What follows belongs to an exercise in optimizing a design on an open flow for small area and a short achievable clock period; a production flow would make more cautious choices. Only simulation tests tie the RTL to the original design; equivalence was not proved. Power is estimated from default activity; no workload was simulated.

## flow/design.v

```verilog
module gamma_interp_11bit #(
  parameter int OUT_W = 10
) (
  input  logic             clk,
  input  logic             rst_n,
  input  logic             i_hs,
  input  logic             i_vs,
  input  logic [4:0]       idx,
  input  logic [10:0]      pixel_in,
  input  logic [10:0]      lowLevel,
  input  logic [10:0]      highLevel,
  input  logic             lut_we,
  input  logic [5:0]       lut_addr,
  input  logic [OUT_W-1:0] lut_wdata,
  input  logic             lut_commit,
  output logic             commit_pending,
  output logic             o_hs,
  output logic             o_vs,
  output logic [OUT_W-1:0] pix_out
);
  localparam int N = 33;
  function automatic logic [9:0] ramp(input int k);
    logic [31:0] v;
    v = 32'(k) * 32;
    if (v > 1023) v = 1023;
    ramp = v[9:0];
  endfunction
  logic [9:0] r_shadow [N];
  logic [9:0] r_active [N];
  logic       r_act_ramp;    
  logic       r_pend;
  logic       r_vs_prev;
  logic       w_copy;
  assign w_copy         = r_pend & r_vs_prev & ~i_vs;
  assign commit_pending = r_pend;
  always_ff @(posedge clk or negedge rst_n) begin
    if (!rst_n) begin
      r_pend    <= 1'b0;
      r_vs_prev <= 1'b0;
    end else begin
      r_pend    <= lut_commit | (r_pend & ~w_copy);
      r_vs_prev <= i_vs;
    end
  end
  always_ff @(posedge clk or negedge rst_n) begin
    if (!rst_n) begin
      for (int k = 0; k < N; k++) r_shadow[k] <= ramp(k);
    end else if (lut_we && lut_addr <= 6'd32) begin
      r_shadow[lut_addr] <= lut_wdata;
    end
  end
  always_ff @(posedge clk or negedge rst_n) begin
    if (!rst_n) r_act_ramp <= 1'b1;
    else if (w_copy) r_act_ramp <= 1'b0;
  end
  always_ff @(posedge clk) begin
    if (w_copy)
      for (int k = 0; k < N; k++) r_active[k] <= r_shadow[k];
  end
  logic [329:0] w_act;
  logic [9:0]   w_ye, w_yo;
  logic [10:0]  w_d, w_w;
  always_comb
    for (int k = 0; k < N; k++) w_act[10*k +: 10] = r_active[k];
  gi_read u_read (.idx(idx), .ramp(r_act_ramp), .act(w_act), .ye(w_ye), .yo(w_yo));
  gi_sub11 u_subd (.a(pixel_in), .b(lowLevel), .y(w_d));
  gi_sub11 u_subw (.a(highLevel), .b(lowLevel), .y(w_w));
  logic [9:0]  r_ye_1, r_yo_1;
  logic        r_b_1;
  logic [10:0] r_d_1;
  logic [10:0] r_w_1;
  logic        r_wz_1;
  logic        r_blank_1;
  always_ff @(posedge clk) begin
    r_ye_1 <= w_ye;
    r_yo_1 <= w_yo;
    r_b_1  <= idx[0];
    r_d_1  <= w_d;
    r_w_1  <= w_w;
    r_wz_1 <= (highLevel == lowLevel);
  end
  always_ff @(posedge clk or negedge rst_n) begin
    if (!rst_n) r_blank_1 <= 1'b1;
    else        r_blank_1 <= ~(i_hs & i_vs);
  end
  logic [10:0] w_top;
  logic [3:0]  w_s;
  always_comb begin
    for (int k = 0; k < 11; k++) w_top[k] = r_w_1[k] & ~|(r_w_1 >> (k + 1));
    for (int b = 0; b < 4; b++) begin
      w_s[b] = 1'b0;
      for (int k = 0; k < 11; k++) if ((k >> b) & 1) w_s[b] = w_s[b] | w_top[k];
    end
  end
  logic [9:0]         w_y0, w_y1;
  logic [10:0]        w_x;
  logic [12:0]        w_db;
  logic [5:0]         w_one, w_two, w_ng;
  logic [11:0]        w_pp0, w_pp1, w_pp2, w_pp3, w_pp4, w_pp5;
  logic [22:0]        w_sa, w_sb;
  assign w_y0  = r_b_1 ? r_yo_1 : r_ye_1;
  assign w_y1  = r_b_1 ? r_ye_1 : r_yo_1;
  assign w_db  = r_wz_1 ? 13'b0 : {1'b0, r_d_1, 1'b0};
  logic xs_g0_0;
  assign xs_g0_0 = w_y1[0] & ~w_y0[0];
  logic xs_g1_0;
  assign xs_g1_0 = w_y1[1] & ~w_y0[1];
  logic xs_g2_0;
  assign xs_g2_0 = w_y1[2] & ~w_y0[2];
  logic xs_g3_0;
  assign xs_g3_0 = w_y1[3] & ~w_y0[3];
  logic xs_g4_0;
  assign xs_g4_0 = w_y1[4] & ~w_y0[4];
  logic xs_g5_0;
  assign xs_g5_0 = w_y1[5] & ~w_y0[5];
  logic xs_g6_0;
  assign xs_g6_0 = w_y1[6] & ~w_y0[6];
  logic xs_g7_0;
  assign xs_g7_0 = w_y1[7] & ~w_y0[7];
  logic xs_g8_0;
  assign xs_g8_0 = w_y1[8] & ~w_y0[8];
  logic xs_g9_0;
  assign xs_g9_0 = w_y1[9] & ~w_y0[9];
  logic xs_g10_0;
  assign xs_g10_0 = 1'b0 & 1'b1;
  logic xs_p0;
  assign xs_p0 = w_y1[0] ^ ~w_y0[0];
  logic xs_p1;
  assign xs_p1 = w_y1[1] ^ ~w_y0[1];
  logic xs_p2;
  assign xs_p2 = w_y1[2] ^ ~w_y0[2];
  logic xs_p3;
  assign xs_p3 = w_y1[3] ^ ~w_y0[3];
  logic xs_p4;
  assign xs_p4 = w_y1[4] ^ ~w_y0[4];
  logic xs_p5;
  assign xs_p5 = w_y1[5] ^ ~w_y0[5];
  logic xs_p6;
  assign xs_p6 = w_y1[6] ^ ~w_y0[6];
  logic xs_p7;
  assign xs_p7 = w_y1[7] ^ ~w_y0[7];
  logic xs_p8;
  assign xs_p8 = w_y1[8] ^ ~w_y0[8];
  logic xs_p9;
  assign xs_p9 = w_y1[9] ^ ~w_y0[9];
  logic xs_p10;
  assign xs_p10 = 1'b0 ^ 1'b1;
  logic xs_g0_c;
  assign xs_g0_c = xs_g0_0 | (xs_p0 & 1'b1);
  logic xs_g1_1;
  assign xs_g1_1 = xs_g1_0 | (xs_p1 & xs_g0_c);
  logic xs_q1_1;
  assign xs_q1_1 = xs_p1 & xs_p0;
  logic xs_g3_1;
  assign xs_g3_1 = xs_g3_0 | (xs_p3 & xs_g2_0);
  logic xs_q3_1;
  assign xs_q3_1 = xs_p3 & xs_p2;
  logic xs_g5_1;
  assign xs_g5_1 = xs_g5_0 | (xs_p5 & xs_g4_0);
  logic xs_q5_1;
  assign xs_q5_1 = xs_p5 & xs_p4;
  logic xs_g7_1;
  assign xs_g7_1 = xs_g7_0 | (xs_p7 & xs_g6_0);
  logic xs_q7_1;
  assign xs_q7_1 = xs_p7 & xs_p6;
  logic xs_g9_1;
  assign xs_g9_1 = xs_g9_0 | (xs_p9 & xs_g8_0);
  logic xs_q9_1;
  assign xs_q9_1 = xs_p9 & xs_p8;
  logic xs_g2_2;
  assign xs_g2_2 = xs_g2_0 | (xs_p2 & xs_g1_1);
  logic xs_q2_2;
  assign xs_q2_2 = xs_p2 & xs_q1_1;
  logic xs_g3_2;
  assign xs_g3_2 = xs_g3_1 | (xs_q3_1 & xs_g1_1);
  logic xs_q3_2;
  assign xs_q3_2 = xs_q3_1 & xs_q1_1;
  logic xs_g6_2;
  assign xs_g6_2 = xs_g6_0 | (xs_p6 & xs_g5_1);
  logic xs_q6_2;
  assign xs_q6_2 = xs_p6 & xs_q5_1;
  logic xs_g7_2;
  assign xs_g7_2 = xs_g7_1 | (xs_q7_1 & xs_g5_1);
  logic xs_q7_2;
  assign xs_q7_2 = xs_q7_1 & xs_q5_1;
  logic xs_g10_2;
  assign xs_g10_2 = xs_g10_0 | (xs_p10 & xs_g9_1);
  logic xs_q10_2;
  assign xs_q10_2 = xs_p10 & xs_q9_1;
  logic xs_g4_3;
  assign xs_g4_3 = xs_g4_0 | (xs_p4 & xs_g3_2);
  logic xs_q4_3;
  assign xs_q4_3 = xs_p4 & xs_q3_2;
  logic xs_g5_3;
  assign xs_g5_3 = xs_g5_1 | (xs_q5_1 & xs_g3_2);
  logic xs_q5_3;
  assign xs_q5_3 = xs_q5_1 & xs_q3_2;
  logic xs_g6_3;
  assign xs_g6_3 = xs_g6_2 | (xs_q6_2 & xs_g3_2);
  logic xs_q6_3;
  assign xs_q6_3 = xs_q6_2 & xs_q3_2;
  logic xs_g7_3;
  assign xs_g7_3 = xs_g7_2 | (xs_q7_2 & xs_g3_2);
  logic xs_q7_3;
  assign xs_q7_3 = xs_q7_2 & xs_q3_2;
  logic xs_g8_4;
  assign xs_g8_4 = xs_g8_0 | (xs_p8 & xs_g7_3);
  logic xs_q8_4;
  assign xs_q8_4 = xs_p8 & xs_q7_3;
  logic xs_g9_4;
  assign xs_g9_4 = xs_g9_1 | (xs_q9_1 & xs_g7_3);
  logic xs_q9_4;
  assign xs_q9_4 = xs_q9_1 & xs_q7_3;
  logic xs_g10_4;
  assign xs_g10_4 = xs_g10_2 | (xs_q10_2 & xs_g7_3);
  logic xs_q10_4;
  assign xs_q10_4 = xs_q10_2 & xs_q7_3;
  assign w_x[0] = (xs_p0 ^ 1'b1);
  assign w_x[1] = (xs_p1 ^ xs_g0_c);
  assign w_x[2] = (xs_p2 ^ xs_g1_1);
  assign w_x[3] = (xs_p3 ^ xs_g2_2);
  assign w_x[4] = (xs_p4 ^ xs_g3_2);
  assign w_x[5] = (xs_p5 ^ xs_g4_3);
  assign w_x[6] = (xs_p6 ^ xs_g5_3);
  assign w_x[7] = (xs_p7 ^ xs_g6_3);
  assign w_x[8] = (xs_p8 ^ xs_g7_3);
  assign w_x[9] = (xs_p9 ^ xs_g8_4);
  assign w_x[10] = (xs_p10 ^ xs_g9_4);
  always_comb begin
    for (int j = 0; j < 6; j++) begin
      w_one[j] = w_db[2*j+1] ^ w_db[2*j];
      w_two[j] = (w_db[2*j+2] & ~w_db[2*j+1] & ~w_db[2*j]) |
                 (~w_db[2*j+2] & w_db[2*j+1] & w_db[2*j]);
      w_ng[j]  = w_db[2*j+2] & ~(w_db[2*j+1] & w_db[2*j]);
    end
  end
  function automatic logic [11:0] bpp(input logic [10:0] x, input logic one,
                                      input logic two, input logic ng);
    logic [11:0] m;
    m = one ? {x[10], x} : (two ? {x, 1'b0} : 12'b0);
    bpp = m ^ {12{ng}};
  endfunction
  assign w_pp0 = bpp(w_x, w_one[0], w_two[0], w_ng[0]);
  assign w_pp1 = bpp(w_x, w_one[1], w_two[1], w_ng[1]);
  assign w_pp2 = bpp(w_x, w_one[2], w_two[2], w_ng[2]);
  assign w_pp3 = bpp(w_x, w_one[3], w_two[3], w_ng[3]);
  assign w_pp4 = bpp(w_x, w_one[4], w_two[4], w_ng[4]);
  assign w_pp5 = bpp(w_x, w_one[5], w_two[5], w_ng[5]);
  logic t0s;
  assign t0s = w_pp0[6] ^ w_pp1[4];
  logic t0c;
  assign t0c = w_pp0[6] & w_pp1[4];
  logic t1s;
  assign t1s = w_pp0[7] ^ w_pp1[5];
  logic t1c;
  assign t1c = w_pp0[7] & w_pp1[5];
  logic t2s;
  assign t2s = w_pp0[8] ^ w_pp1[6] ^ w_pp2[4];
  logic t2c;
  assign t2c = (w_pp0[8] & w_pp1[6]) | (w_pp0[8] & w_pp2[4]) | (w_pp1[6] & w_pp2[4]);
  logic t3s;
  assign t3s = w_pp3[2] ^ w_pp4[0];
  logic t3c;
  assign t3c = w_pp3[2] & w_pp4[0];
  logic t4s;
  assign t4s = w_pp0[9] ^ w_pp1[7] ^ w_pp2[5];
  logic t4c;
  assign t4c = (w_pp0[9] & w_pp1[7]) | (w_pp0[9] & w_pp2[5]) | (w_pp1[7] & w_pp2[5]);
  logic t5s;
  assign t5s = w_pp3[3] ^ w_pp4[1];
  logic t5c;
  assign t5c = w_pp3[3] & w_pp4[1];
  logic t6s;
  assign t6s = w_pp0[10] ^ w_pp1[8] ^ w_pp2[6];
  logic t6c;
  assign t6c = (w_pp0[10] & w_pp1[8]) | (w_pp0[10] & w_pp2[6]) | (w_pp1[8] & w_pp2[6]);
  logic t7s;
  assign t7s = w_pp3[4] ^ w_pp4[2] ^ w_pp5[0];
  logic t7c;
  assign t7c = (w_pp3[4] & w_pp4[2]) | (w_pp3[4] & w_pp5[0]) | (w_pp4[2] & w_pp5[0]);
  logic t8s;
  assign t8s = w_pp0[11] ^ w_pp1[9] ^ w_pp2[7];
  logic t8c;
  assign t8c = (w_pp0[11] & w_pp1[9]) | (w_pp0[11] & w_pp2[7]) | (w_pp1[9] & w_pp2[7]);
  logic t9s;
  assign t9s = w_pp3[5] ^ w_pp4[3] ^ w_pp5[1];
  logic t9c;
  assign t9c = (w_pp3[5] & w_pp4[3]) | (w_pp3[5] & w_pp5[1]) | (w_pp4[3] & w_pp5[1]);
  logic t10s;
  assign t10s = w_pp0[11] ^ w_pp1[10] ^ w_pp2[8];
  logic t10c;
  assign t10c = (w_pp0[11] & w_pp1[10]) | (w_pp0[11] & w_pp2[8]) | (w_pp1[10] & w_pp2[8]);
  logic t11s;
  assign t11s = w_pp3[6] ^ w_pp4[4] ^ w_pp5[2];
  logic t11c;
  assign t11c = (w_pp3[6] & w_pp4[4]) | (w_pp3[6] & w_pp5[2]) | (w_pp4[4] & w_pp5[2]);
  logic t12s;
  assign t12s = ~w_pp0[11] ^ ~w_pp1[11] ^ w_pp2[9];
  logic t12c;
  assign t12c = (~w_pp0[11] & ~w_pp1[11]) | (~w_pp0[11] & w_pp2[9]) | (~w_pp1[11] & w_pp2[9]);
  logic t13s;
  assign t13s = w_pp3[7] ^ w_pp4[5] ^ w_pp5[3];
  logic t13c;
  assign t13c = (w_pp3[7] & w_pp4[5]) | (w_pp3[7] & w_pp5[3]) | (w_pp4[5] & w_pp5[3]);
  logic t14s;
  assign t14s = 1'b1 ^ w_pp2[10] ^ w_pp3[8];
  logic t14c;
  assign t14c = (1'b1 & w_pp2[10]) | (1'b1 & w_pp3[8]) | (w_pp2[10] & w_pp3[8]);
  logic t15s;
  assign t15s = w_pp4[6] ^ w_pp5[4];
  logic t15c;
  assign t15c = w_pp4[6] & w_pp5[4];
  logic t16s;
  assign t16s = ~w_pp2[11] ^ w_pp3[9] ^ w_pp4[7];
  logic t16c;
  assign t16c = (~w_pp2[11] & w_pp3[9]) | (~w_pp2[11] & w_pp4[7]) | (w_pp3[9] & w_pp4[7]);
  logic t17s;
  assign t17s = 1'b1 ^ w_pp3[10];
  logic t17c;
  assign t17c = 1'b1 & w_pp3[10];
  logic t18s;
  assign t18s = w_pp0[4] ^ w_pp1[2];
  logic t18c;
  assign t18c = w_pp0[4] & w_pp1[2];
  logic t19s;
  assign t19s = w_pp0[5] ^ w_pp1[3];
  logic t19c;
  assign t19c = w_pp0[5] & w_pp1[3];
  logic t20s;
  assign t20s = w_pp2[2] ^ w_pp3[0] ^ w_ng[3];
  logic t20c;
  assign t20c = (w_pp2[2] & w_pp3[0]) | (w_pp2[2] & w_ng[3]) | (w_pp3[0] & w_ng[3]);
  logic t21s;
  assign t21s = w_pp2[3] ^ w_pp3[1] ^ t0c;
  logic t21c;
  assign t21c = (w_pp2[3] & w_pp3[1]) | (w_pp2[3] & t0c) | (w_pp3[1] & t0c);
  logic t22s;
  assign t22s = w_ng[4] ^ t1c ^ t2s;
  logic t22c;
  assign t22c = (w_ng[4] & t1c) | (w_ng[4] & t2s) | (t1c & t2s);
  logic t23s;
  assign t23s = t2c ^ t3c ^ t4s;
  logic t23c;
  assign t23c = (t2c & t3c) | (t2c & t4s) | (t3c & t4s);
  logic t24s;
  assign t24s = t4c ^ t5c ^ t6s;
  logic t24c;
  assign t24c = (t4c & t5c) | (t4c & t6s) | (t5c & t6s);
  logic t25s;
  assign t25s = t6c ^ t7c ^ t8s;
  logic t25c;
  assign t25c = (t6c & t7c) | (t6c & t8s) | (t7c & t8s);
  logic t26s;
  assign t26s = t8c ^ t9c ^ t10s;
  logic t26c;
  assign t26c = (t8c & t9c) | (t8c & t10s) | (t9c & t10s);
  logic t27s;
  assign t27s = t10c ^ t11c ^ t12s;
  logic t27c;
  assign t27c = (t10c & t11c) | (t10c & t12s) | (t11c & t12s);
  logic t28s;
  assign t28s = t12c ^ t13c ^ t14s;
  logic t28c;
  assign t28c = (t12c & t13c) | (t12c & t14s) | (t13c & t14s);
  logic t29s;
  assign t29s = w_pp5[5] ^ t14c ^ t15c;
  logic t29c;
  assign t29c = (w_pp5[5] & t14c) | (w_pp5[5] & t15c) | (t14c & t15c);
  logic t30s;
  assign t30s = w_pp4[8] ^ w_pp5[6] ^ t16c;
  logic t30c;
  assign t30c = (w_pp4[8] & w_pp5[6]) | (w_pp4[8] & t16c) | (w_pp5[6] & t16c);
  logic t31s;
  assign t31s = ~w_pp3[11] ^ w_pp4[9] ^ w_pp5[7];
  logic t31c;
  assign t31c = (~w_pp3[11] & w_pp4[9]) | (~w_pp3[11] & w_pp5[7]) | (w_pp4[9] & w_pp5[7]);
  logic t32s;
  assign t32s = 1'b1 ^ w_pp4[10];
  logic t32c;
  assign t32c = 1'b1 & w_pp4[10];
  logic t33s;
  assign t33s = w_pp0[2] ^ w_pp1[0];
  logic t33c;
  assign t33c = w_pp0[2] & w_pp1[0];
  logic t34s;
  assign t34s = w_pp0[3] ^ w_pp1[1];
  logic t34c;
  assign t34c = w_pp0[3] & w_pp1[1];
  logic t35s;
  assign t35s = w_pp2[0] ^ w_ng[2] ^ t18s;
  logic t35c;
  assign t35c = (w_pp2[0] & w_ng[2]) | (w_pp2[0] & t18s) | (w_ng[2] & t18s);
  logic t36s;
  assign t36s = w_pp2[1] ^ t18c ^ t19s;
  logic t36c;
  assign t36c = (w_pp2[1] & t18c) | (w_pp2[1] & t19s) | (t18c & t19s);
  logic t37s;
  assign t37s = t0s ^ t19c ^ t20s;
  logic t37c;
  assign t37c = (t0s & t19c) | (t0s & t20s) | (t19c & t20s);
  logic t38s;
  assign t38s = t1s ^ t20c ^ t21s;
  logic t38c;
  assign t38c = (t1s & t20c) | (t1s & t21s) | (t20c & t21s);
  logic t39s;
  assign t39s = t3s ^ t21c ^ t22s;
  logic t39c;
  assign t39c = (t3s & t21c) | (t3s & t22s) | (t21c & t22s);
  logic t40s;
  assign t40s = t5s ^ t22c ^ t23s;
  logic t40c;
  assign t40c = (t5s & t22c) | (t5s & t23s) | (t22c & t23s);
  logic t41s;
  assign t41s = t7s ^ t23c ^ t24s;
  logic t41c;
  assign t41c = (t7s & t23c) | (t7s & t24s) | (t23c & t24s);
  logic t42s;
  assign t42s = t9s ^ t24c ^ t25s;
  logic t42c;
  assign t42c = (t9s & t24c) | (t9s & t25s) | (t24c & t25s);
  logic t43s;
  assign t43s = t11s ^ t25c ^ t26s;
  logic t43c;
  assign t43c = (t11s & t25c) | (t11s & t26s) | (t25c & t26s);
  logic t44s;
  assign t44s = t13s ^ t26c ^ t27s;
  logic t44c;
  assign t44c = (t13s & t26c) | (t13s & t27s) | (t26c & t27s);
  logic t45s;
  assign t45s = t15s ^ t27c ^ t28s;
  logic t45c;
  assign t45c = (t15s & t27c) | (t15s & t28s) | (t27c & t28s);
  logic t46s;
  assign t46s = t16s ^ t28c ^ t29s;
  logic t46c;
  assign t46c = (t16s & t28c) | (t16s & t29s) | (t28c & t29s);
  logic t47s;
  assign t47s = t17s ^ t29c ^ t30s;
  logic t47c;
  assign t47c = (t17s & t29c) | (t17s & t30s) | (t29c & t30s);
  logic t48s;
  assign t48s = t17c ^ t30c ^ t31s;
  logic t48c;
  assign t48c = (t17c & t30c) | (t17c & t31s) | (t30c & t31s);
  logic t49s;
  assign t49s = w_pp5[8] ^ t31c ^ t32s;
  logic t49c;
  assign t49c = (w_pp5[8] & t31c) | (w_pp5[8] & t32s) | (t31c & t32s);
  logic t50s;
  assign t50s = ~w_pp4[11] ^ w_pp5[9] ^ t32c;
  logic t50c;
  assign t50c = (~w_pp4[11] & w_pp5[9]) | (~w_pp4[11] & t32c) | (w_pp5[9] & t32c);
  logic t51s;
  assign t51s = 1'b1 ^ w_pp5[10];
  logic t51c;
  assign t51c = 1'b1 & w_pp5[10];
  assign w_sa[0] = w_pp0[0];
  assign w_sb[0] = w_ng[0];
  assign w_sa[1] = w_pp0[1];
  assign w_sb[1] = 1'b0;
  assign w_sa[2] = w_ng[1];
  assign w_sb[2] = t33s;
  assign w_sa[3] = t33c;
  assign w_sb[3] = t34s;
  assign w_sa[4] = t34c;
  assign w_sb[4] = t35s;
  assign w_sa[5] = t35c;
  assign w_sb[5] = t36s;
  assign w_sa[6] = t36c;
  assign w_sb[6] = t37s;
  assign w_sa[7] = t37c;
  assign w_sb[7] = t38s;
  assign w_sa[8] = t38c;
  assign w_sb[8] = t39s;
  assign w_sa[9] = t39c;
  assign w_sb[9] = t40s;
  assign w_sa[10] = t40c;
  assign w_sb[10] = t41s;
  assign w_sa[11] = t41c;
  assign w_sb[11] = t42s;
  assign w_sa[12] = t42c;
  assign w_sb[12] = t43s;
  assign w_sa[13] = t43c;
  assign w_sb[13] = t44s;
  assign w_sa[14] = t44c;
  assign w_sb[14] = t45s;
  assign w_sa[15] = t45c;
  assign w_sb[15] = t46s;
  assign w_sa[16] = t46c;
  assign w_sb[16] = t47s;
  assign w_sa[17] = t47c;
  assign w_sb[17] = t48s;
  assign w_sa[18] = t48c;
  assign w_sb[18] = t49s;
  assign w_sa[19] = t49c;
  assign w_sb[19] = t50s;
  assign w_sa[20] = t50c;
  assign w_sb[20] = t51s;
  assign w_sa[21] = ~w_pp5[11];
  assign w_sb[21] = t51c;
  assign w_sa[22] = 1'b1;
  assign w_sb[22] = 1'b0;
  logic [22:0] r_sa_2, r_sb_2;
  logic [9:0]  r_y0_2;
  logic [3:0]  r_s_2;
  logic        r_blank_2;
  always_ff @(posedge clk) begin
    r_sa_2 <= w_sa;
    r_sb_2 <= w_sb;
    r_y0_2 <= w_y0;
    r_s_2  <= w_s;
  end
  always_ff @(posedge clk or negedge rst_n) begin
    if (!rst_n) r_blank_2 <= 1'b1;
    else        r_blank_2 <= r_blank_1;
  end
  logic [22:0] w_ta, w_tb, w_t;
  logic [9:0]  w_pix;
  assign w_ta = r_sa_2;
  assign w_tb = r_sb_2;
  logic ts_g0_0;
  assign ts_g0_0 = w_ta[0] & w_tb[0];
  logic ts_g1_0;
  assign ts_g1_0 = w_ta[1] & w_tb[1];
  logic ts_g2_0;
  assign ts_g2_0 = w_ta[2] & w_tb[2];
  logic ts_g3_0;
  assign ts_g3_0 = w_ta[3] & w_tb[3];
  logic ts_g4_0;
  assign ts_g4_0 = w_ta[4] & w_tb[4];
  logic ts_g5_0;
  assign ts_g5_0 = w_ta[5] & w_tb[5];
  logic ts_g6_0;
  assign ts_g6_0 = w_ta[6] & w_tb[6];
  logic ts_g7_0;
  assign ts_g7_0 = w_ta[7] & w_tb[7];
  logic ts_g8_0;
  assign ts_g8_0 = w_ta[8] & w_tb[8];
  logic ts_g9_0;
  assign ts_g9_0 = w_ta[9] & w_tb[9];
  logic ts_g10_0;
  assign ts_g10_0 = w_ta[10] & w_tb[10];
  logic ts_g11_0;
  assign ts_g11_0 = w_ta[11] & w_tb[11];
  logic ts_g12_0;
  assign ts_g12_0 = w_ta[12] & w_tb[12];
  logic ts_g13_0;
  assign ts_g13_0 = w_ta[13] & w_tb[13];
  logic ts_g14_0;
  assign ts_g14_0 = w_ta[14] & w_tb[14];
  logic ts_g15_0;
  assign ts_g15_0 = w_ta[15] & w_tb[15];
  logic ts_g16_0;
  assign ts_g16_0 = w_ta[16] & w_tb[16];
  logic ts_g17_0;
  assign ts_g17_0 = w_ta[17] & w_tb[17];
  logic ts_g18_0;
  assign ts_g18_0 = w_ta[18] & w_tb[18];
  logic ts_g19_0;
  assign ts_g19_0 = w_ta[19] & w_tb[19];
  logic ts_g20_0;
  assign ts_g20_0 = w_ta[20] & w_tb[20];
  logic ts_g21_0;
  assign ts_g21_0 = w_ta[21] & w_tb[21];
  logic ts_g22_0;
  assign ts_g22_0 = w_ta[22] & w_tb[22];
  logic ts_p0;
  assign ts_p0 = w_ta[0] ^ w_tb[0];
  logic ts_p1;
  assign ts_p1 = w_ta[1] ^ w_tb[1];
  logic ts_p2;
  assign ts_p2 = w_ta[2] ^ w_tb[2];
  logic ts_p3;
  assign ts_p3 = w_ta[3] ^ w_tb[3];
  logic ts_p4;
  assign ts_p4 = w_ta[4] ^ w_tb[4];
  logic ts_p5;
  assign ts_p5 = w_ta[5] ^ w_tb[5];
  logic ts_p6;
  assign ts_p6 = w_ta[6] ^ w_tb[6];
  logic ts_p7;
  assign ts_p7 = w_ta[7] ^ w_tb[7];
  logic ts_p8;
  assign ts_p8 = w_ta[8] ^ w_tb[8];
  logic ts_p9;
  assign ts_p9 = w_ta[9] ^ w_tb[9];
  logic ts_p10;
  assign ts_p10 = w_ta[10] ^ w_tb[10];
  logic ts_p11;
  assign ts_p11 = w_ta[11] ^ w_tb[11];
  logic ts_p12;
  assign ts_p12 = w_ta[12] ^ w_tb[12];
  logic ts_p13;
  assign ts_p13 = w_ta[13] ^ w_tb[13];
  logic ts_p14;
  assign ts_p14 = w_ta[14] ^ w_tb[14];
  logic ts_p15;
  assign ts_p15 = w_ta[15] ^ w_tb[15];
  logic ts_p16;
  assign ts_p16 = w_ta[16] ^ w_tb[16];
  logic ts_p17;
  assign ts_p17 = w_ta[17] ^ w_tb[17];
  logic ts_p18;
  assign ts_p18 = w_ta[18] ^ w_tb[18];
  logic ts_p19;
  assign ts_p19 = w_ta[19] ^ w_tb[19];
  logic ts_p20;
  assign ts_p20 = w_ta[20] ^ w_tb[20];
  logic ts_p21;
  assign ts_p21 = w_ta[21] ^ w_tb[21];
  logic ts_p22;
  assign ts_p22 = w_ta[22] ^ w_tb[22];
  logic ts_g1_1;
  assign ts_g1_1 = ts_g1_0 | (ts_p1 & ts_g0_0);
  logic ts_q1_1;
  assign ts_q1_1 = ts_p1 & ts_p0;
  logic ts_g3_1;
  assign ts_g3_1 = ts_g3_0 | (ts_p3 & ts_g2_0);
  logic ts_q3_1;
  assign ts_q3_1 = ts_p3 & ts_p2;
  logic ts_g5_1;
  assign ts_g5_1 = ts_g5_0 | (ts_p5 & ts_g4_0);
  logic ts_q5_1;
  assign ts_q5_1 = ts_p5 & ts_p4;
  logic ts_g7_1;
  assign ts_g7_1 = ts_g7_0 | (ts_p7 & ts_g6_0);
  logic ts_q7_1;
  assign ts_q7_1 = ts_p7 & ts_p6;
  logic ts_g9_1;
  assign ts_g9_1 = ts_g9_0 | (ts_p9 & ts_g8_0);
  logic ts_q9_1;
  assign ts_q9_1 = ts_p9 & ts_p8;
  logic ts_g11_1;
  assign ts_g11_1 = ts_g11_0 | (ts_p11 & ts_g10_0);
  logic ts_q11_1;
  assign ts_q11_1 = ts_p11 & ts_p10;
  logic ts_g13_1;
  assign ts_g13_1 = ts_g13_0 | (ts_p13 & ts_g12_0);
  logic ts_q13_1;
  assign ts_q13_1 = ts_p13 & ts_p12;
  logic ts_g15_1;
  assign ts_g15_1 = ts_g15_0 | (ts_p15 & ts_g14_0);
  logic ts_q15_1;
  assign ts_q15_1 = ts_p15 & ts_p14;
  logic ts_g17_1;
  assign ts_g17_1 = ts_g17_0 | (ts_p17 & ts_g16_0);
  logic ts_q17_1;
  assign ts_q17_1 = ts_p17 & ts_p16;
  logic ts_g19_1;
  assign ts_g19_1 = ts_g19_0 | (ts_p19 & ts_g18_0);
  logic ts_q19_1;
  assign ts_q19_1 = ts_p19 & ts_p18;
  logic ts_g21_1;
  assign ts_g21_1 = ts_g21_0 | (ts_p21 & ts_g20_0);
  logic ts_q21_1;
  assign ts_q21_1 = ts_p21 & ts_p20;
  logic ts_g2_2;
  assign ts_g2_2 = ts_g2_0 | (ts_p2 & ts_g1_1);
  logic ts_q2_2;
  assign ts_q2_2 = ts_p2 & ts_q1_1;
  logic ts_g3_2;
  assign ts_g3_2 = ts_g3_1 | (ts_q3_1 & ts_g1_1);
  logic ts_q3_2;
  assign ts_q3_2 = ts_q3_1 & ts_q1_1;
  logic ts_g6_2;
  assign ts_g6_2 = ts_g6_0 | (ts_p6 & ts_g5_1);
  logic ts_q6_2;
  assign ts_q6_2 = ts_p6 & ts_q5_1;
  logic ts_g7_2;
  assign ts_g7_2 = ts_g7_1 | (ts_q7_1 & ts_g5_1);
  logic ts_q7_2;
  assign ts_q7_2 = ts_q7_1 & ts_q5_1;
  logic ts_g10_2;
  assign ts_g10_2 = ts_g10_0 | (ts_p10 & ts_g9_1);
  logic ts_q10_2;
  assign ts_q10_2 = ts_p10 & ts_q9_1;
  logic ts_g11_2;
  assign ts_g11_2 = ts_g11_1 | (ts_q11_1 & ts_g9_1);
  logic ts_q11_2;
  assign ts_q11_2 = ts_q11_1 & ts_q9_1;
  logic ts_g14_2;
  assign ts_g14_2 = ts_g14_0 | (ts_p14 & ts_g13_1);
  logic ts_q14_2;
  assign ts_q14_2 = ts_p14 & ts_q13_1;
  logic ts_g15_2;
  assign ts_g15_2 = ts_g15_1 | (ts_q15_1 & ts_g13_1);
  logic ts_q15_2;
  assign ts_q15_2 = ts_q15_1 & ts_q13_1;
  logic ts_g18_2;
  assign ts_g18_2 = ts_g18_0 | (ts_p18 & ts_g17_1);
  logic ts_q18_2;
  assign ts_q18_2 = ts_p18 & ts_q17_1;
  logic ts_g19_2;
  assign ts_g19_2 = ts_g19_1 | (ts_q19_1 & ts_g17_1);
  logic ts_q19_2;
  assign ts_q19_2 = ts_q19_1 & ts_q17_1;
  logic ts_g22_2;
  assign ts_g22_2 = ts_g22_0 | (ts_p22 & ts_g21_1);
  logic ts_q22_2;
  assign ts_q22_2 = ts_p22 & ts_q21_1;
  logic ts_g4_3;
  assign ts_g4_3 = ts_g4_0 | (ts_p4 & ts_g3_2);
  logic ts_q4_3;
  assign ts_q4_3 = ts_p4 & ts_q3_2;
  logic ts_g5_3;
  assign ts_g5_3 = ts_g5_1 | (ts_q5_1 & ts_g3_2);
  logic ts_q5_3;
  assign ts_q5_3 = ts_q5_1 & ts_q3_2;
  logic ts_g6_3;
  assign ts_g6_3 = ts_g6_2 | (ts_q6_2 & ts_g3_2);
  logic ts_q6_3;
  assign ts_q6_3 = ts_q6_2 & ts_q3_2;
  logic ts_g7_3;
  assign ts_g7_3 = ts_g7_2 | (ts_q7_2 & ts_g3_2);
  logic ts_q7_3;
  assign ts_q7_3 = ts_q7_2 & ts_q3_2;
  logic ts_g12_3;
  assign ts_g12_3 = ts_g12_0 | (ts_p12 & ts_g11_2);
  logic ts_q12_3;
  assign ts_q12_3 = ts_p12 & ts_q11_2;
  logic ts_g13_3;
  assign ts_g13_3 = ts_g13_1 | (ts_q13_1 & ts_g11_2);
  logic ts_q13_3;
  assign ts_q13_3 = ts_q13_1 & ts_q11_2;
  logic ts_g14_3;
  assign ts_g14_3 = ts_g14_2 | (ts_q14_2 & ts_g11_2);
  logic ts_q14_3;
  assign ts_q14_3 = ts_q14_2 & ts_q11_2;
  logic ts_g15_3;
  assign ts_g15_3 = ts_g15_2 | (ts_q15_2 & ts_g11_2);
  logic ts_q15_3;
  assign ts_q15_3 = ts_q15_2 & ts_q11_2;
  logic ts_g20_3;
  assign ts_g20_3 = ts_g20_0 | (ts_p20 & ts_g19_2);
  logic ts_q20_3;
  assign ts_q20_3 = ts_p20 & ts_q19_2;
  logic ts_g21_3;
  assign ts_g21_3 = ts_g21_1 | (ts_q21_1 & ts_g19_2);
  logic ts_q21_3;
  assign ts_q21_3 = ts_q21_1 & ts_q19_2;
  logic ts_g22_3;
  assign ts_g22_3 = ts_g22_2 | (ts_q22_2 & ts_g19_2);
  logic ts_q22_3;
  assign ts_q22_3 = ts_q22_2 & ts_q19_2;
  logic ts_g8_4;
  assign ts_g8_4 = ts_g8_0 | (ts_p8 & ts_g7_3);
  logic ts_q8_4;
  assign ts_q8_4 = ts_p8 & ts_q7_3;
  logic ts_g9_4;
  assign ts_g9_4 = ts_g9_1 | (ts_q9_1 & ts_g7_3);
  logic ts_q9_4;
  assign ts_q9_4 = ts_q9_1 & ts_q7_3;
  logic ts_g10_4;
  assign ts_g10_4 = ts_g10_2 | (ts_q10_2 & ts_g7_3);
  logic ts_q10_4;
  assign ts_q10_4 = ts_q10_2 & ts_q7_3;
  logic ts_g11_4;
  assign ts_g11_4 = ts_g11_2 | (ts_q11_2 & ts_g7_3);
  logic ts_q11_4;
  assign ts_q11_4 = ts_q11_2 & ts_q7_3;
  logic ts_g12_4;
  assign ts_g12_4 = ts_g12_3 | (ts_q12_3 & ts_g7_3);
  logic ts_q12_4;
  assign ts_q12_4 = ts_q12_3 & ts_q7_3;
  logic ts_g13_4;
  assign ts_g13_4 = ts_g13_3 | (ts_q13_3 & ts_g7_3);
  logic ts_q13_4;
  assign ts_q13_4 = ts_q13_3 & ts_q7_3;
  logic ts_g14_4;
  assign ts_g14_4 = ts_g14_3 | (ts_q14_3 & ts_g7_3);
  logic ts_q14_4;
  assign ts_q14_4 = ts_q14_3 & ts_q7_3;
  logic ts_g15_4;
  assign ts_g15_4 = ts_g15_3 | (ts_q15_3 & ts_g7_3);
  logic ts_q15_4;
  assign ts_q15_4 = ts_q15_3 & ts_q7_3;
  logic ts_g16_5;
  assign ts_g16_5 = ts_g16_0 | (ts_p16 & ts_g15_4);
  logic ts_q16_5;
  assign ts_q16_5 = ts_p16 & ts_q15_4;
  logic ts_g17_5;
  assign ts_g17_5 = ts_g17_1 | (ts_q17_1 & ts_g15_4);
  logic ts_q17_5;
  assign ts_q17_5 = ts_q17_1 & ts_q15_4;
  logic ts_g18_5;
  assign ts_g18_5 = ts_g18_2 | (ts_q18_2 & ts_g15_4);
  logic ts_q18_5;
  assign ts_q18_5 = ts_q18_2 & ts_q15_4;
  logic ts_g19_5;
  assign ts_g19_5 = ts_g19_2 | (ts_q19_2 & ts_g15_4);
  logic ts_q19_5;
  assign ts_q19_5 = ts_q19_2 & ts_q15_4;
  logic ts_g20_5;
  assign ts_g20_5 = ts_g20_3 | (ts_q20_3 & ts_g15_4);
  logic ts_q20_5;
  assign ts_q20_5 = ts_q20_3 & ts_q15_4;
  logic ts_g21_5;
  assign ts_g21_5 = ts_g21_3 | (ts_q21_3 & ts_g15_4);
  logic ts_q21_5;
  assign ts_q21_5 = ts_q21_3 & ts_q15_4;
  logic ts_g22_5;
  assign ts_g22_5 = ts_g22_3 | (ts_q22_3 & ts_g15_4);
  logic ts_q22_5;
  assign ts_q22_5 = ts_q22_3 & ts_q15_4;
  assign w_t[0] = ts_p0;
  assign w_t[1] = (ts_p1 ^ ts_g0_0);
  assign w_t[2] = (ts_p2 ^ ts_g1_1);
  assign w_t[3] = (ts_p3 ^ ts_g2_2);
  assign w_t[4] = (ts_p4 ^ ts_g3_2);
  assign w_t[5] = (ts_p5 ^ ts_g4_3);
  assign w_t[6] = (ts_p6 ^ ts_g5_3);
  assign w_t[7] = (ts_p7 ^ ts_g6_3);
  assign w_t[8] = (ts_p8 ^ ts_g7_3);
  assign w_t[9] = (ts_p9 ^ ts_g8_4);
  assign w_t[10] = (ts_p10 ^ ts_g9_4);
  assign w_t[11] = (ts_p11 ^ ts_g10_4);
  assign w_t[12] = (ts_p12 ^ ts_g11_4);
  assign w_t[13] = (ts_p13 ^ ts_g12_4);
  assign w_t[14] = (ts_p14 ^ ts_g13_4);
  assign w_t[15] = (ts_p15 ^ ts_g14_4);
  assign w_t[16] = (ts_p16 ^ ts_g15_4);
  assign w_t[17] = (ts_p17 ^ ts_g16_5);
  assign w_t[18] = (ts_p18 ^ ts_g17_5);
  assign w_t[19] = (ts_p19 ^ ts_g18_5);
  assign w_t[20] = (ts_p20 ^ ts_g19_5);
  assign w_t[21] = (ts_p21 ^ ts_g20_5);
  assign w_t[22] = (ts_p22 ^ ts_g21_5);
  logic [10:0] w_sh;
  logic [10:0] w_q;
  logic        w_rb, w_big, w_sml;
  logic [11:0] w_r;
  logic [10:0] w_qt [11];
  logic [9:0]  w_rt;
  logic [10:0] w_bt, w_st;
  always_comb begin
    for (int k = 0; k < 11; k++) w_sh[k] = (r_s_2 == 4'(k));
    for (int i = 0; i < 11; i++) begin
      for (int k = 0; k < 11; k++) w_qt[i][k] = w_sh[k] & w_t[i+k];
      w_q[i] = |w_qt[i];
    end
    for (int k = 1; k < 11; k++) w_rt[k-1] = w_sh[k] & w_t[k-1];
    w_rb = |w_rt;
    for (int k = 0; k < 11; k++) begin
      w_bt[k] = w_sh[k] & |(w_t[21:0] & (22'h3fffff << (11 + k)));
      w_st[k] = w_sh[k] & |(~w_t[21:0] & (22'h3fffff << (11 + k)));
    end
    w_big = ~w_t[22] & (|w_bt | w_q[10]);
    w_sml = w_t[22] & (|w_st | ~w_q[10]);
    w_r = {2'b0, r_y0_2} + {w_q[10], w_q} + {11'b0, w_rb};
    if (r_blank_2 | w_sml)  w_pix = '0;
    else if (w_big)         w_pix = 10'h3ff;
    else if (w_r[11])       w_pix = '0;
    else if (w_r[10])       w_pix = 10'h3ff;
    else                    w_pix = w_r[9:0];
  end
  logic [2:0] r_hs_d, r_vs_d;
  logic [9:0] r_pix;
  always_ff @(posedge clk or negedge rst_n) begin
    if (!rst_n) begin
      r_hs_d <= '0;
      r_vs_d <= '0;
      r_pix  <= '0;
    end else begin
      r_hs_d <= {r_hs_d[1:0], i_hs};
      r_vs_d <= {r_vs_d[1:0], i_vs};
      r_pix  <= w_pix;
    end
  end
  assign o_hs    = r_hs_d[2];
  assign o_vs    = r_vs_d[2];
  assign pix_out = r_pix;
endmodule
module gi_read (
  input  logic [4:0]   idx,
  input  logic         ramp,
  input  logic [329:0] act,
  output logic [9:0]   ye,
  output logic [9:0]   yo
);
  logic [15:0] so1;
  logic [16:0] se, so;
  logic [4:0]  je;
  logic [17:0] te [10];
  logic [16:0] to [10];
  assign je = {1'b0, idx[4:1]} + {4'b0, idx[0]};
  always_comb begin
    for (int j = 0; j < 16; j++) so1[j] = (idx[4:1] == 4'(j));
    for (int j = 0; j < 17; j++) begin
      so[j] = (j < 16) ? (~ramp & so1[j % 16]) : 1'b0;
      se[j] = ~ramp & (((j < 16) ? (~idx[0] & so1[j % 16]) : 1'b0) |
                       ((j > 0) ? (idx[0] & so1[(j + 15) % 16]) : 1'b0));
    end
    for (int i = 0; i < 10; i++) begin
      for (int j = 0; j < 17; j++) te[i][j] = se[j] & act[20*j + i];
      for (int j = 0; j < 16; j++) to[i][j] = so[j] & act[20*j + 10 + i];
      te[i][17] = ramp & (je[4] | (i >= 6 && je[i-6]));
      to[i][16] = ramp & (i == 5 || (i >= 6 && idx[i-5]));
      ye[i] = |te[i];
      yo[i] = |to[i];
    end
  end
endmodule
module gi_sub11 (
  input  logic [10:0] a,
  input  logic [10:0] b,
  output logic [10:0] y
);
  logic m_g0_0;
  assign m_g0_0 = a[0] & ~b[0];
  logic m_g1_0;
  assign m_g1_0 = a[1] & ~b[1];
  logic m_g2_0;
  assign m_g2_0 = a[2] & ~b[2];
  logic m_g3_0;
  assign m_g3_0 = a[3] & ~b[3];
  logic m_g4_0;
  assign m_g4_0 = a[4] & ~b[4];
  logic m_g5_0;
  assign m_g5_0 = a[5] & ~b[5];
  logic m_g6_0;
  assign m_g6_0 = a[6] & ~b[6];
  logic m_g7_0;
  assign m_g7_0 = a[7] & ~b[7];
  logic m_g8_0;
  assign m_g8_0 = a[8] & ~b[8];
  logic m_g9_0;
  assign m_g9_0 = a[9] & ~b[9];
  logic m_g10_0;
  assign m_g10_0 = a[10] & ~b[10];
  logic m_p0;
  assign m_p0 = a[0] ^ ~b[0];
  logic m_p1;
  assign m_p1 = a[1] ^ ~b[1];
  logic m_p2;
  assign m_p2 = a[2] ^ ~b[2];
  logic m_p3;
  assign m_p3 = a[3] ^ ~b[3];
  logic m_p4;
  assign m_p4 = a[4] ^ ~b[4];
  logic m_p5;
  assign m_p5 = a[5] ^ ~b[5];
  logic m_p6;
  assign m_p6 = a[6] ^ ~b[6];
  logic m_p7;
  assign m_p7 = a[7] ^ ~b[7];
  logic m_p8;
  assign m_p8 = a[8] ^ ~b[8];
  logic m_p9;
  assign m_p9 = a[9] ^ ~b[9];
  logic m_p10;
  assign m_p10 = a[10] ^ ~b[10];
  logic m_g0_c;
  assign m_g0_c = m_g0_0 | (m_p0 & 1'b1);
  logic m_g1_1;
  assign m_g1_1 = m_g1_0 | (m_p1 & m_g0_c);
  logic m_q1_1;
  assign m_q1_1 = m_p1 & m_p0;
  logic m_g3_1;
  assign m_g3_1 = m_g3_0 | (m_p3 & m_g2_0);
  logic m_q3_1;
  assign m_q3_1 = m_p3 & m_p2;
  logic m_g5_1;
  assign m_g5_1 = m_g5_0 | (m_p5 & m_g4_0);
  logic m_q5_1;
  assign m_q5_1 = m_p5 & m_p4;
  logic m_g7_1;
  assign m_g7_1 = m_g7_0 | (m_p7 & m_g6_0);
  logic m_q7_1;
  assign m_q7_1 = m_p7 & m_p6;
  logic m_g9_1;
  assign m_g9_1 = m_g9_0 | (m_p9 & m_g8_0);
  logic m_q9_1;
  assign m_q9_1 = m_p9 & m_p8;
  logic m_g2_2;
  assign m_g2_2 = m_g2_0 | (m_p2 & m_g1_1);
  logic m_q2_2;
  assign m_q2_2 = m_p2 & m_q1_1;
  logic m_g3_2;
  assign m_g3_2 = m_g3_1 | (m_q3_1 & m_g1_1);
  logic m_q3_2;
  assign m_q3_2 = m_q3_1 & m_q1_1;
  logic m_g6_2;
  assign m_g6_2 = m_g6_0 | (m_p6 & m_g5_1);
  logic m_q6_2;
  assign m_q6_2 = m_p6 & m_q5_1;
  logic m_g7_2;
  assign m_g7_2 = m_g7_1 | (m_q7_1 & m_g5_1);
  logic m_q7_2;
  assign m_q7_2 = m_q7_1 & m_q5_1;
  logic m_g10_2;
  assign m_g10_2 = m_g10_0 | (m_p10 & m_g9_1);
  logic m_q10_2;
  assign m_q10_2 = m_p10 & m_q9_1;
  logic m_g4_3;
  assign m_g4_3 = m_g4_0 | (m_p4 & m_g3_2);
  logic m_q4_3;
  assign m_q4_3 = m_p4 & m_q3_2;
  logic m_g5_3;
  assign m_g5_3 = m_g5_1 | (m_q5_1 & m_g3_2);
  logic m_q5_3;
  assign m_q5_3 = m_q5_1 & m_q3_2;
  logic m_g6_3;
  assign m_g6_3 = m_g6_2 | (m_q6_2 & m_g3_2);
  logic m_q6_3;
  assign m_q6_3 = m_q6_2 & m_q3_2;
  logic m_g7_3;
  assign m_g7_3 = m_g7_2 | (m_q7_2 & m_g3_2);
  logic m_q7_3;
  assign m_q7_3 = m_q7_2 & m_q3_2;
  logic m_g8_4;
  assign m_g8_4 = m_g8_0 | (m_p8 & m_g7_3);
  logic m_q8_4;
  assign m_q8_4 = m_p8 & m_q7_3;
  logic m_g9_4;
  assign m_g9_4 = m_g9_1 | (m_q9_1 & m_g7_3);
  logic m_q9_4;
  assign m_q9_4 = m_q9_1 & m_q7_3;
  logic m_g10_4;
  assign m_g10_4 = m_g10_2 | (m_q10_2 & m_g7_3);
  logic m_q10_4;
  assign m_q10_4 = m_q10_2 & m_q7_3;
  assign y[0] = (m_p0 ^ 1'b1);
  assign y[1] = (m_p1 ^ m_g0_c);
  assign y[2] = (m_p2 ^ m_g1_1);
  assign y[3] = (m_p3 ^ m_g2_2);
  assign y[4] = (m_p4 ^ m_g3_2);
  assign y[5] = (m_p5 ^ m_g4_3);
  assign y[6] = (m_p6 ^ m_g5_3);
  assign y[7] = (m_p7 ^ m_g6_3);
  assign y[8] = (m_p8 ^ m_g7_3);
  assign y[9] = (m_p9 ^ m_g8_4);
  assign y[10] = (m_p10 ^ m_g9_4);
endmodule
```

## flow/flow/run.sh

```bash
#!/bin/bash
set -euo pipefail
mapfile -t EXTRA < <(grep -v '^#' flow/extra.txt | grep .)
bash standard.sh "${EXTRA[@]}" finish > standard.log 2>&1
```

## flow/flow/extra.txt

```
SETUP_SLACK_MARGIN=6.8
ADDER_MAP_FILE=
BUFFER_PORTS_ARGS=-buffer_cell sky130_fd_sc_hd__buf_4
```

## flow/standard.sh

```bash
#!/bin/bash
# synth_recipe.tcl (not shown) runs the flow's synth.tcl, then flattens the netlist and writes it again
# the make line also repeats each setting of config.mk as NAME=value (left out here)
make -C /OpenROAD-flow-scripts/flow DESIGN_CONFIG=/design/flow/config.mk WORK_HOME=/design/flow/orfs CLKGATE_MAP_FILE= SYNTH_SCRIPT=/design/flow/synth_recipe.tcl "${@:-finish}"
```

## flow/config.mk

```make
export PLATFORM = sky130hd
export DESIGN_NAME = gamma_interp_11bit
export DESIGN_NICKNAME = gamma_interp_11bit
export VERILOG_FILES = /design/flow/design.v
export SDC_FILE = /design/flow/constraint.sdc
export NUM_CORES = 4
export LEC_CHECK = 0
export ABC_AREA = 1
export CAP_MARGIN = 20
export CORE_MARGIN = 2
export CORE_UTILIZATION = 40
export CTS_CLUSTER_DIAMETER = 80
export CTS_CLUSTER_SIZE = 25
export SLEW_MARGIN = 60
export SYNTH_HIERARCHICAL = 1
export TNS_END_PERCENT = 5
```

## flow/constraint.sdc

```tcl
create_clock -name core_clock -period 10.0 [get_ports {clk}]
set_input_delay 2.0000 -clock core_clock [delete_from_list [all_inputs] [get_ports {clk}]]
set_output_delay 2.0000 -clock core_clock [all_outputs]
set_load 0.01 [all_outputs]
```

==> run summary, run 1 <==
status=finished clean; clock-pin slew of the registers on the worst-case setup and hold paths=90 ps; Gate power share=0.454; die width=305 µm; Max VDD drop=168 µV; switching part of the total power=0.419; worst min path class=flip-flop to flip-flop; Final period util=0.326; mapped cell area=36200 µm²; most frequent cells in the layout=nand2_1 (1155), nand3_1 (358), o21ai_0 (352); FF-to-FF path depth=20; height of the die=305 µm; Setup crit end=r_active[11][8]; Fin Clk Skew=66.5 ps; # hold bufs at CTS=0; cell-internal power=6420 µW; commonest non-fill, non-tap cell in the layout=nand2_1; clock sink count=780; CP startpoint=i_vs; Worst-Skew Late Latency=650 ps; yosys warns=24; aggregate global routing overflow=0; Worst R2R Start=r_b_1; antenna violations before repair=1; Residual DRC=0; Num CTS Buffers=42; clock root buffer=clkbuf_16; # fillers=8691; required time of the critical path=10290 ps; Critical Path Sink Type=flip-flop; vias per inst=5.13; Post-Layout Cell Count=5441; row count=110; Final #Nets=4291; drt wl/cell=18.2 µm; Syn Nets=4216; Inst Count DP=5300; Crit Path Category=input port to flip-flop; FF-to-FF End=r_sb_2[18]; Max Fclk=0.307 GHz; DR iter-0 viols=2269; register area=20800 µm²; worst reg-to-reg setup slack=6820 ps; H-Tree Depth=2; P_sw=4640 µW; hold violation count in the final report=0; crit start category=input port; core box area=89900 µm²; first-pass GRT wire length=152000 µm; Total GRT Usage=0.209; Post-Syn Area per Cell=8.71 µm²; via count=27900; worst-path maximum fanout=73; RSZ-0062 raised after global routing=yes; leakage power=0.0184 µW; ant diodes=0; clock tree buffer depth=3; sequential power share=0.367; vias in the first global route=26400; largest net degree at the start of global routing=74; Worst slew margin=0.507; post-layout min period=3260 ps; Slew @ Worst Pin=731 ps; P&R area growth vs syn=14.7%; IO buf count=72; I/O Pins=73; RePlAce Congestion=0.900; pwr dens=266 nW/µm²; cell count after synthesis=4156; overall routed net length=99100 µm; Finish-stage setup viols=0; area of the multi-input gates=15000 µm²; Max-Cap Viols=0; total iterations of the first detailed-routing run=5; Die Area=92900 µm²; arrival time at the worst endpoint=3560 ps; Initial Util=0.403; WHS=353 ps; Clock Power Share=0.179; Slew Viols, Final=0; layout cells sized above 1=0.190; Final HPWL DP=66600 µm; TritonCTS clock tree=built; antenna-violating nets left=0; Setup Total Neg Slack=0 ps
## sequential cells by signal, indices dropped and copies added, names as in the netlist
| register | count |
|---|---|
| r_pend | 1 |
| r_ye_1 | 10 |
| r_wz_1 | 1 |
| r_blank_1 | 1 |
| r_yo_1 | 10 |
| r_active | 330 |
| r_vs_d | 3 |
| r_act_ramp | 1 |
| r_y0_2 | 10 |
| r_s_2 | 4 |
| r_hs_d | 3 |
| r_sa_2 | 22 |
| r_d_1 | 11 |
| r_pix | 10 |
| r_shadow | 330 |
| r_blank_2 | 1 |
| r_sb_2 | 21 |
| r_b_1 | 1 |
| r_w_1 | 10 |
## worst max-delay path: stages
cell,delay (ps)
buf_4,130
nor2_4,130
buf_6,200
buf_6,170
buf_8,390
buf_12,410
## routing by layer
| layer | global-route usage | wire (µm) |
|---|---|---|
| met2 | 0.358 | 48400 |
| met5 | 0 | 45 |
| met3 | 0.0213 | 4730 |
| met1 | 0.282 | 43400 |
| met4 | 0.0550 | 2570 |
## metrics by stage
| stage | utilization | total power [µW] | worst slack, ps | instance area (µm²) |
|---|---|---|---|---|
| 2_1_floorplan | - | 7090 | 2710 | 36200 |
| 3_3_place_gp | 0.421 | 7980 | 5250 | 37800 |
| 3_5_place_dp | 0.425 | 8070 | 5940 | 38200 |
| 6_report | 0.462 | 11100 | 6740 | 41500 |
| 5_1_grt | 0.462 | 11900 | 6650 | 41500 |
| 4_1_cts | 0.442 | 10100 | 6690 | 39700 |
## cell type report
cell class,count,share of cell area
clock buffer,64,0.0281
clock inverter,14,0.00540
inverter,368,0.0343
multi-input combinational,2882,0.361
sequential,780,0.502
tap,1176,0.0355
timing repair buffer,157,0.0340
## power groups by stage
stage	Sequential (µW)	Clock [µW]	Combinational, µW
after floorplan	4060	0	3040
after global placement	4100	0	3880
after detailed placement	4110	0	3950
after CTS	4040	2020	4000
after global routing	4110	2140	5600
final	4060	1980	5020
## worst min path at each step
stage	depth (start not counted)	endpoint	slack (ps)	start
floorplan	0	r_hs_d[1]	330	r_hs_d[0]
global placement	0	r_hs_d[1]	330	r_hs_d[0]
detailed placement	0	r_vs_d[2]	330	r_vs_d[1]
CTS	0	r_hs_d[2]	360	r_hs_d[1]
global route	0	r_hs_d[2]	360	r_hs_d[1]
finish	0	r_hs_d[2]	350	r_hs_d[1]
## what timing repair did
action / 4_1_cts / 5_1_grt
setup buffers: 3 / 49
resized for setup: 22 / 356
pin swaps: 0 / 103
cloned: 0 / 9
endpoints found under the setup margin: 168 / 169
==> run 2, diff against run 1 <==
==> flow/flow/extra.txt (replaced) <==
SETUP_SLACK_MARGIN=6.6
ADDER_MAP_FILE=
BUFFER_PORTS_ARGS=-buffer_cell sky130_fd_sc_hd__buf_4
==> run summary, run 2 <==
Worst slew margin=0.578 (+0.0707); Final period util=0.336 (+0.00995); worst-path maximum fanout=64 (-12%); Inst Count DP=5300 (unchanged); yosys warns=24 (unchanged); Worst R2R Start=r_b_1; hold violation count in the final report=0 (unchanged); total iterations of the first detailed-routing run=6 (+1); Residual DRC=0 (unchanged); Max-Cap Viols=0 (unchanged); Slew Viols, Final=0 (unchanged); RSZ-0062 raised after global routing=yes; vias per inst=5.10 (-0.66%); via count=27600 (-1.1%); required time of the critical path=10490 ps (+200 ps); Finish-stage setup viols=0 (unchanged); clock-pin slew of the registers on the worst-case setup and hold paths=100 ps (about the same); status=finished clean; IO buf count=72 (unchanged); Final WS setup=6640 ps (-99.5 ps); Max Fclk=0.298 GHz (-3.0%); post-layout min period=3360 ps (+99.5 ps); worst reg-to-reg setup slack=6730 ps (-90 ps); DR iter-0 viols=2243 (-1.1%); Worst Hold Path EP=r_hs_d[2]; Setup Total Neg Slack=0 ps (unchanged); layout cells sized above 1=0.157 (-0.0333); cell count after synthesis=4156 (unchanged); Slew @ Worst Pin=626 ps (-105 ps); P&R area growth vs syn=12.2%; pwr dens=260 nW/µm² (-2.6%); FF-to-FF path depth=24 (+20%); Num CTS Buffers=42 (unchanged); aggregate global routing overflow=0 (unchanged); H-Tree Depth=2 (unchanged); overall routed net length=97800 µm (-1.3%); arrival time at the worst endpoint=3860 ps (+300 ps); clock tree buffer depth=3 (unchanged); crit start category=input port; drt wl/cell=18.1 µm (-0.87%); antenna violations before repair=1 (unchanged); # hold bufs at CTS=0 (unchanged); RePlAce Congestion=0.900 (unchanged); antenna-violating nets left=0 (unchanged); FF-to-FF End=r_sb_2[15]; ant diodes=0 (unchanged); TritonCTS clock tree=built; clock sink count=780 (unchanged); Final Power=10500 µW (-4.7%); Fin Clk Skew=65.0 ps (-1.50 ps); Post-Layout Cell Count=5416 (-0.46%); I/O Pins=73 (unchanged); Die Area=92900 µm² (unchanged); final core area utilization=0.452 (-0.0101); Crit Path Category=input port to flip-flop; Worst-Skew Late Latency=650 ps (about the same); Hold Crit Start=r_hs_d[1]; height of the die=305 µm (unchanged); die width=305 µm (unchanged); Top Registers=r_active (330), r_shadow (330), r_sa_2 (22); Final #Nets=4266 (-0.58%); Syn Nets=4216 (unchanged); core box area=89900 µm² (unchanged); most frequent cells in the layout=nand2_1 (1204), nand3_1 (376), o21ai_0 (359); clock root buffer=clkbuf_16; Post-Syn Area per Cell=8.71 µm² (unchanged); Total GRT Usage=0.208 (about the same); Critical Path Sink Type=flip-flop; Initial Util=0.403 (unchanged); worst min path class=flip-flop to flip-flop; Final HPWL DP=66600 µm (unchanged); largest net degree at the start of global routing=74 (unchanged); post-placement setup slack=5940 ps (unchanged); Max VDD drop=168 µV (-0.32%); vias in the first global route=26300 (-0.22%); leakage power=0.0181 µW (-1.6%); mapped cell area=36200 µm² (unchanged); row count=110 (unchanged); first-pass GRT wire length=152000 µm (about the same); hold depth=0 (unchanged); commonest non-fill, non-tap cell in the layout=nand2_1
run 2: cell types whose count changed in the layout (fill, tap and decap cells not counted), moves of 6 or more:
cell and delta:
nand2_2 -30, nor2_1 +18, a21oi_1 +6, nand2_4 -17, nand3_1 +18, nand2_8 -6
buf_4 -15, o21ai_0 +7, nand3_4 -6, inv_1 +8, nor2_4 -10, nor2_2 -8
nand3_2 -13, nand2_1 +49
run 2: power breakdown:
part	leakage, µW	internal (µW)	switching [µW]	total [µW]
registers	0.00838	3850	203	4050
clock network	0.000664	860	1110	1980
logic	0.00903	1480	3030	4510
total	0.0181	6190	4350	10500
run 2: repair_timing:
item,CTS,global route
cloned,0,4
endpoints found under the hold margin,0,0
resized for setup,6,176
buffers inserted,0,31
setup endpoints to repair,20,134
pin swaps,0,42
run 2: area by class of cell:
cell class                 instances  area (µm²)
tap                             1176        1470
fill                            8758       49300
multi-input combinational       2877       14300
sequential                       780       20800
inverter                         368        1400
clock buffer                      64        1160
clock inverter                    14         224
timing repair buffer             137        1240
run 2: worst max-delay path by stage:
stage,depth (start not counted),to,from,slack (ps)
after global routing,29,r_sb_2[15],r_b_1,6510
after detailed placement,6,r_active[32][6],i_vs,5940
after floorplan,1,r_active[0][0],i_vs,2710
final,10,r_ye_1[8],idx[1],6640
after global placement,4,r_active[25][8],i_vs,5250
after CTS,25,r_pix[4],r_sa_2[4],6590
run 2: through the flow:
stage	instance area (µm²)	hold WS [ps]
final	40600	353
after global routing	40600	360
after CTS	39600	356
after detailed placement	38200	335
after global placement	37800	332
after floorplan	36200	331
run 2: worst max-delay path, stage by stage:
cell     delay (ps)
buf_4           230
inv_2           240
nand2_1         230
nand2_8         270
nand3_1         190
nand2_1          60
nor2_1          260
nand2_1         150
nor2_1          110
nand3_1          70
run 2: per-layer routing:
layer  global-route usage  part of all wire  up-vias
met3               0.0210             0.046      131
met4               0.0543             0.026        2
met2                0.358              0.49      645
li1                     -                 -    13700
met5                    0           0.00013        -
met1                0.282              0.44    13200
==> run 3, diff against run 2 <==
==> flow/flow/extra.txt (replaced) <==
SETUP_SLACK_MARGIN=7.0
ADDER_MAP_FILE=
BUFFER_PORTS_ARGS=-buffer_cell sky130_fd_sc_hd__buf_4
--- a/flow/config.mk
+++ b/flow/config.mk
@@ -15,2 +15,2 @@
 export SYNTH_HIERARCHICAL = 1
-export TNS_END_PERCENT = 5
+export TNS_END_PERCENT = 20
==> run summary, run 3 <==
WHS=353 ps (+0.223 ps); row count=110 (unchanged); worst-path maximum fanout=2 (-97%); slowest stage cell, crit path=dfrtp_1; Placement Cell Area=38200 µm² (unchanged); Residual DRC=0 (unchanged); P&R area growth vs syn=16.6%; clock sink count=780 (unchanged); Slew Viols, Final=0 (unchanged); core box area=89900 µm² (unchanged); GRT met1 Usage=0.287 (+0.00493); Final period util=0.313 (-0.0233); Finish-stage setup viols=0 (unchanged); RePlAce Congestion=0.900 (unchanged); Post-Layout Cell Count=5474 (+1.1%); Num CTS Buffers=42 (unchanged); first-pass GRT wire length=157000 µm (+3.2%); antenna-violating nets left=0 (unchanged); status=finished clean; Total GRT Usage=0.215 (+0.00649); switching part of the total power=0.417 (+0.00383); Syn Nets=4216 (unchanged); hold violation count in the final report=0 (unchanged); antenna violations before repair=2 (+1); via count=28000 (+1.6%); Final Power=11200 µW (+6.2%); aggregate global routing overflow=0 (unchanged); Max Fclk=0.320 GHz (+7.4%); clock tree buffer depth=3 (unchanged); Max VDD drop=168 µV (about the same); Worst slew margin=0.604 (+0.0261); total iterations of the first detailed-routing run=5 (-1); H-Tree Depth=2 (unchanged); clock-pin slew of the registers on the worst-case setup and hold paths=80 ps (-20 ps); Gate power share=0.461 (+0.033); sequential power share=0.362 (-0.022); IO buf count=72 (unchanged); drt wl/cell=18.3 µm (+1.2%); cell-internal power=6530 µW (+5.5%); CP Buf/Inv Count=1 (-1); Slew @ Worst Pin=588 ps (-38.7 ps); Die Area=92900 µm² (unchanged); commonest non-fill, non-tap cell in the layout=nand2_1; vias per inst=5.12 (+0.48%); Fin Clk Skew=64.9 ps (-0.135 ps); Final HPWL DP=66600 µm (unchanged); vias in the first global route=27100 (+3.0%); # hold bufs at CTS=0 (unchanged); clock root buffer=clkbuf_16; Inst Count DP=5300 (unchanged); TritonCTS clock tree=built; Top Registers=r_active (330), r_shadow (330), r_sa_2 (22); Max-Cap Viols=0 (unchanged); Worst-Skew Late Latency=650 ps (about the same); I/O Pins=73 (unchanged); Final #Nets=4323 (+1.3%); required time of the critical path=8000 ps (-2490 ps); Setup Total Neg Slack=0 ps (unchanged); leakage power=0.0187 µW (+3.4%); crit start category=flip-flop; GR Util met3=0.0229 (+0.00195); critical path, cell by cell=buf_6; Top Usage Layer GRT=met2; largest net degree at the start of global routing=63 (-15%); mapped cell area=36200 µm² (unchanged); Clock Power Share=0.176 (-0.011); die width=305 µm (unchanged); Post-Syn Area per Cell=8.71 µm² (unchanged); height of the die=305 µm (unchanged); overall routed net length=100000 µm (+2.3%); worst min path class=flip-flop to flip-flop; pwr dens=265 nW/µm² (+2.2%); # fillers=8621 (-1.6%); Crit Path Category=flip-flop to primary output; layout cells sized above 1=0.212 (+0.0556); Initial Util=0.403 (unchanged); slowest stage delay, CP=400 ps (+130 ps); post-layout min period=3130 ps (-233 ps); arrival time at the worst endpoint=1130 ps (-2730 ps); DR iter-0 viols=2130 (-5.0%); cell count after synthesis=4156 (unchanged); RSZ-0062 raised after global routing=yes; P_sw=4660 µW (+7.2%); post-route cell area=42200 µm² (+3.9%); M2 GR Usage=0.372 (+0.0139); Critical Path Sink Type=primary output; yosys warns=24 (unchanged); CP delay by family, top=flip-flops; most frequent cells in the layout=nand2_1 (1097), o21ai_0 (352), nand3_1 (352)
[run 3: timing repair]
action | 4_1_cts | 5_1_grt
pin swaps | 87 | 104
cloned | 6 | 0
resized for setup | 272 | 194
setup buffers | 57 | 32
endpoints found under the setup margin | 201 | 157
[run 3: area by class of cell]
type                            count  area, µm²  share of cell area
Clock buffer                       64       1160              0.0276
Clock inverter                     14        224             0.00531
Antenna cell                        1       2.50           0.0000593
Multi-Input combinational cell   2876      15200               0.361
Sequential cell                   780      20800               0.493
Inverter                          368       1430              0.0340
Tap cell                         1176       1470              0.0349
Timing Repair Buffer              195       1850              0.0438
[run 3: worst paths after layout]
path / to / depth (start not counted) / slack (ps) / from
max: commit_pending / 1 / 6870 / r_pend
min: r_hs_d[2] / 0 / 350 / r_hs_d[1]
max reg2reg: r_pix[8] / 24 / 6910 / r_sb_2[2]
min reg2reg: r_hs_d[2] / 0 / 350 / r_hs_d[1]
max in group asynchronous: r_shadow[14][6] / 5 / 7360 / rst_n
min in group asynchronous: r_hs_d[0] / 1 / 1220 / rst_n
[run 3: routing by layer]
metal,vias up,share of wire
met5,-,0.00026
met1,13500,0.44
met2,658,0.49
met3,134,0.045
met4,4,0.026
li1,13800,-
[run 3: power groups by stage]
stage / clock [µW] / sequential, µW / combinational [µW]
floorplan: 0 / 4060 / 3040
detailed placement: 0 / 4110 / 3950
global placement: 0 / 4100 / 3880
global route: 2140 / 4110 / 5760
CTS: 2020 / 4060 / 4640
finish: 1970 / 4060 / 5160
[run 3: stage by stage]
stage | setup WS, ps | utilization
global placement | 5250 | 0.421
global route | 6660 | 0.469
CTS | 6840 | 0.458
finish | 6870 | 0.469
detailed placement | 5940 | 0.425
floorplan | 2710 | -

## separate check: timing with driven ports
No port has a modelled driver above. Below, the same layouts with a new extraction and two added sets of constraints. Step 1 sets driving cells, clkbuf_16 on the clock port and buf_2 on the other inputs (assumed; they add their load-dependent delay and slew). Step 2 moves the port delays by t, midway between the first and last clock arrival at a register: inputs arrive t later, outputs are due t later. That takes back most of the time a late clock gives input paths. a / b / c = no drivers / after step 1 / after step 2; a / b = the first two.
run | t (ns) | slack for setup (ns) | worst hold slack (ns) | cell pins on the clock port's net
run 1 | 0.686 | 6.738 / 6.781 / 6.095 | 0.353 / 0.353 / 0.353 | 1
run 2 | 0.684 | 6.639 / 6.676 / 5.992 | 0.353 / 0.353 / 0.353 | 1
run 3 | 0.684 | 6.871 / 6.807 / 6.178 | 0.353 / 0.353 / 0.353 | 1
After both steps every run listed still meets setup and hold. The setup slack of run 3, which loses most, moves by -0.064 ns with the drivers and by -0.693 ns with both steps.
